Context: an optimization exercise on an open-source flow, tuned for small area. The choices shown serve that exercise and are no tape-out recipe. Function was checked by simulation only, so behaviour that the tests miss may differ from the original. Power and IR drop assume default switching activity.

wip/sierra:
Design cpu_id_ex_top, start of the top module:
module cpu_id_ex_top (
    input  logic                            clk,
    input  logic                            rst,
    input  logic                            cpu_en,
    input  logic [31:0]                     id_instruction,
    input  logic [31:0]                     id_pc,
    input  logic                            wb_en,
    input  logic [mips_pkg::REG_ADDR_W-1:0] wb_addr,
    input  logic [31:0]                     wb_data,
    output logic                            stall,
    output logic                            branch_taken,
    output logic [31:0]                     branch_target,
    output logic [31:0]                     ex_alu_result,
    output logic [31:0]                     ex_store_data,
    output logic [mips_pkg::REG_ADDR_W-1:0] ex_write_addr,
    output logic                            ex_reg_write,
    output logic                            ex_mem_write,
    output logic                            ex_mem_to_reg,
    output logic                            ex_undefined
);
Size: about 3200 cells after synthesis, roughly 210 I/O pins, roughly 48000 um^2 of cells after synthesis.
export LEC_CHECK = 0
export CAP_MARGIN = 20
export CORE_MARGIN = 2
export CORE_UTILIZATION = 40
export SLEW_MARGIN = 20
export SYNTH_HIERARCHICAL = 1
create_clock -name core_clock -period 9.5 [get_ports {clk}]
standard.sh (not shown) runs the stock make flow with config.mk's settings and CLKGATE_MAP_FILE= SYNTH_SCRIPT=/design/flow/synth_recipe.tcl, a recipe that flattens the netlist after the stock synthesis.
==> flow/flow/run.sh <==
#!/bin/bash
# Layout flow: the standard synthesis, then every combinational cell set
# to the smallest drive strength of its family (the repair steps that follow
# size up wherever timing, slew or capacitance need it), then the standard flow's
# standard layout steps with: sizing not tied to the cell footprint, area
# recovery on paths with slack, buf_1 port buffers, and smaller clock-tree
# buffers without CTS dummy loads. Each tool's output goes to a log here.
set -euo pipefail
R=orfs/results/${FLOW_PLATFORM}/cpu_id_ex_top/base
LIB=${FLOW_HOME}/platforms/${FLOW_PLATFORM}/lib/sky130_fd_sc_hd__tt_025C_1v80.lib

bash standard.sh synth > synth.log 2>&1
cp $R/1_2_yosys.v synth_netlist_orig.v
python3 flow/downsize.py $R/1_2_yosys.v $LIB > downsize.log 2>&1

export CTS_ARGS="-sink_clustering_enable -repair_clock_nets -dont_use_dummy_load -buf_list {sky130_fd_sc_hd__clkbuf_4 sky130_fd_sc_hd__clkbuf_8}"
export BUFFER_PORTS_ARGS="-buffer_cell sky130_fd_sc_hd__buf_1"
bash standard.sh MATCH_CELL_FOOTPRINT=0 RECOVER_POWER=100 finish > layout.log 2>&1
Other scripts of this flow, unchanged in this note and not shown: flow/flow/downsize.py
wip/sierra: all stages done; final checks FAILED (max-capacitance violations, max-slew violations).
## Diff of input files: wip/raven against wip/sierra
- CAP_MARGIN: 20 -> 10
- SLEW_MARGIN: 20 -> 10
- CORE_UTILIZATION: 40 -> 50
==> flow/flow/run.sh <==
#!/bin/bash
# Layout flow: the standard synthesis, then every combinational cell set
# to the smallest drive strength of its family (the repair steps that follow
# size up wherever timing, slew or capacitance need it), then the standard flow's
# standard layout steps with: sizing not tied to the cell footprint,
# buf_1 port buffers, and smaller clock-tree buffers in larger sink
# clusters without CTS dummy loads. Each tool's output goes to a log here.
set -euo pipefail
R=orfs/results/${FLOW_PLATFORM}/cpu_id_ex_top/base
LIB=${FLOW_HOME}/platforms/${FLOW_PLATFORM}/lib/sky130_fd_sc_hd__tt_025C_1v80.lib

bash standard.sh synth > synth.log 2>&1
cp $R/1_2_yosys.v synth_netlist_orig.v
python3 flow/downsize.py $R/1_2_yosys.v $LIB > downsize.log 2>&1

export CTS_ARGS="-sink_clustering_enable -repair_clock_nets -dont_use_dummy_load -sink_clustering_size 14 -sink_clustering_max_diameter 60 -buf_list {sky130_fd_sc_hd__clkbuf_4 sky130_fd_sc_hd__clkbuf_8}"
export BUFFER_PORTS_ARGS="-buffer_cell sky130_fd_sc_hd__buf_1"
bash standard.sh MATCH_CELL_FOOTPRINT=0 finish > layout.log 2>&1
==> comparison <==
wip/raven: done, clean on timing, DRC and antenna. Final-layout clock-cell area share: wip/raven vs wip/sierra down 1.8 points. Final weighted congestion in routability-driven placement was higher in the run labelled wip/sierra. Sort wip/sierra and wip/raven by cell area, descending, and wip/sierra comes first. Relative to wip/sierra, the number of H-tree branching levels of wip/raven is lower by 1. Global routing usage summed across all routing layers: wip/raven > wip/sierra.
What wip/maple does differently from wip/raven at the input level:
- SLEW_MARGIN: 10 -> 20
- CAP_MARGIN: 10 -> 20
- GPL_TIMING_DRIVEN: unset -> 0
- CORE_UTILIZATION: 50 -> 55
==> flow/flow/run.sh <==
#!/bin/bash
# Layout flow: the standard synthesis, then every combinational cell set
# to the smallest drive strength of its family (the repair steps that follow
# size up wherever timing, slew or capacitance need it), then the standard flow's
# standard layout steps with: sizing not tied to the cell footprint, area
# recovery on paths with slack, buf_1 port buffers, and smaller clock-tree
# buffers without CTS dummy loads. Each tool's output goes to a log here.
set -euo pipefail
R=orfs/results/${FLOW_PLATFORM}/cpu_id_ex_top/base
LIB=${FLOW_HOME}/platforms/${FLOW_PLATFORM}/lib/sky130_fd_sc_hd__tt_025C_1v80.lib

bash standard.sh synth > synth.log 2>&1
cp $R/1_2_yosys.v synth_netlist_orig.v
python3 flow/downsize.py $R/1_2_yosys.v $LIB > downsize.log 2>&1

export CTS_ARGS="-sink_clustering_enable -repair_clock_nets -dont_use_dummy_load -buf_list {sky130_fd_sc_hd__clkbuf_4 sky130_fd_sc_hd__clkbuf_8}"
export BUFFER_PORTS_ARGS="-buffer_cell sky130_fd_sc_hd__buf_1"
bash standard.sh MATCH_CELL_FOOTPRINT=0 RECOVER_POWER=100 finish > layout.log 2>&1
## What came out
Post-detailed-route via-to-cell ratio in wip/maple is 0.18 higher than in wip/raven
For the number of antenna violations at the first check in global routing, wip/maple came in 7 higher than wip/raven did.
wip/maple against wip/raven: cell count picked up an extra about 0.9%; power increased by 0.82 mW relative to the old numbers; fraction of area in registers -3.4 points.
Measured against each other, wip/raven and wip/maple differ in starting density of the core, the higher figure coming from wip/maple.
Global router's overall resource usage: higher on wip/maple
Setup slack in wip/maple is smaller than in wip/raven.
The final report for wip/maple shows a completed flow and a layout that fails verification, specifically max-capacitance violations, max-slew violations, negative setup slack.
#### Input delta (wip/ember over wip/maple)
- GPL_TIMING_DRIVEN removed (was 0)
- CORE_UTILIZATION changed from 55 to 50
==> flow/flow/run.sh <==
#!/bin/bash
# Layout flow: the standard synthesis, then every combinational cell set
# to the smallest drive strength of its family (the repair steps that follow
# size up wherever timing, slew or capacitance need it), then the standard flow's
# standard layout steps with: sizing not tied to the cell footprint,
# buf_1 port buffers, and smaller clock-tree buffers in larger sink
# clusters without CTS dummy loads. Each tool's output goes to a log here.
set -euo pipefail
R=orfs/results/${FLOW_PLATFORM}/cpu_id_ex_top/base
LIB=${FLOW_HOME}/platforms/${FLOW_PLATFORM}/lib/sky130_fd_sc_hd__tt_025C_1v80.lib

bash standard.sh synth > synth.log 2>&1
cp $R/1_2_yosys.v synth_netlist_orig.v
python3 flow/downsize.py $R/1_2_yosys.v $LIB > downsize.log 2>&1

export CTS_ARGS="-sink_clustering_enable -repair_clock_nets -dont_use_dummy_load -sink_clustering_size 14 -sink_clustering_max_diameter 60 -buf_list {sky130_fd_sc_hd__clkbuf_4 sky130_fd_sc_hd__clkbuf_8}"
export BUFFER_PORTS_ARGS="-buffer_cell sky130_fd_sc_hd__buf_1"
bash standard.sh MATCH_CELL_FOOTPRINT=0 finish > layout.log 2>&1
- Looking at launching element of the worst setup path, the wb_addr[3] result is from wip/ember; the rst one comes from wip/maple.
- Of the two values seen for category of the most critical setup path, input pin to flip-flop was produced by wip/maple and input pin to output port by wip/ember.
- wip/ember ended with every stage complete and zero timing, DRC or antenna violations.
- Going from wip/maple to wip/ember, number of buffers created by CTS decreased by 72 relative to the old numbers, setup slack after layout increased by 230 ps relative to the old numbers, setup TNS increased by 490 ps relative to the old numbers.

[what the ideal ports hide]
How much do the figures lean on ideal ports? The routed layouts below were timed once more, with nothing changed but the port constraints.
Step 1 assumes that a clkbuf_16 drives the clock port and a buf_2 every other input.
Step 2 adds t to the input delays and takes it off the output delays; t is the mean of the earliest and latest rising clock arrival at the registers after step 1. Input paths then give back, and output paths get back, about the clock's delay inside the block.
Three values: ideal ports, drivers, drivers and shift; two values: the first two.
run	t (ns)	setup WS [ns]	worst setup path at the end
wip/sierra	0.891	0.095 / 0.065 / -0.521	input to register
wip/raven	0.812	0.108 / 0.031 / -0.099	input to register
wip/maple	0.905	-0.056 / -0.012 / -0.918	input to register
wip/ember	0.823	0.170 / 0.094 / -0.128	input to register
The setup slack of wip/maple, which loses most, moves by +0.044 ns with the drivers and by -0.862 ns with both steps.
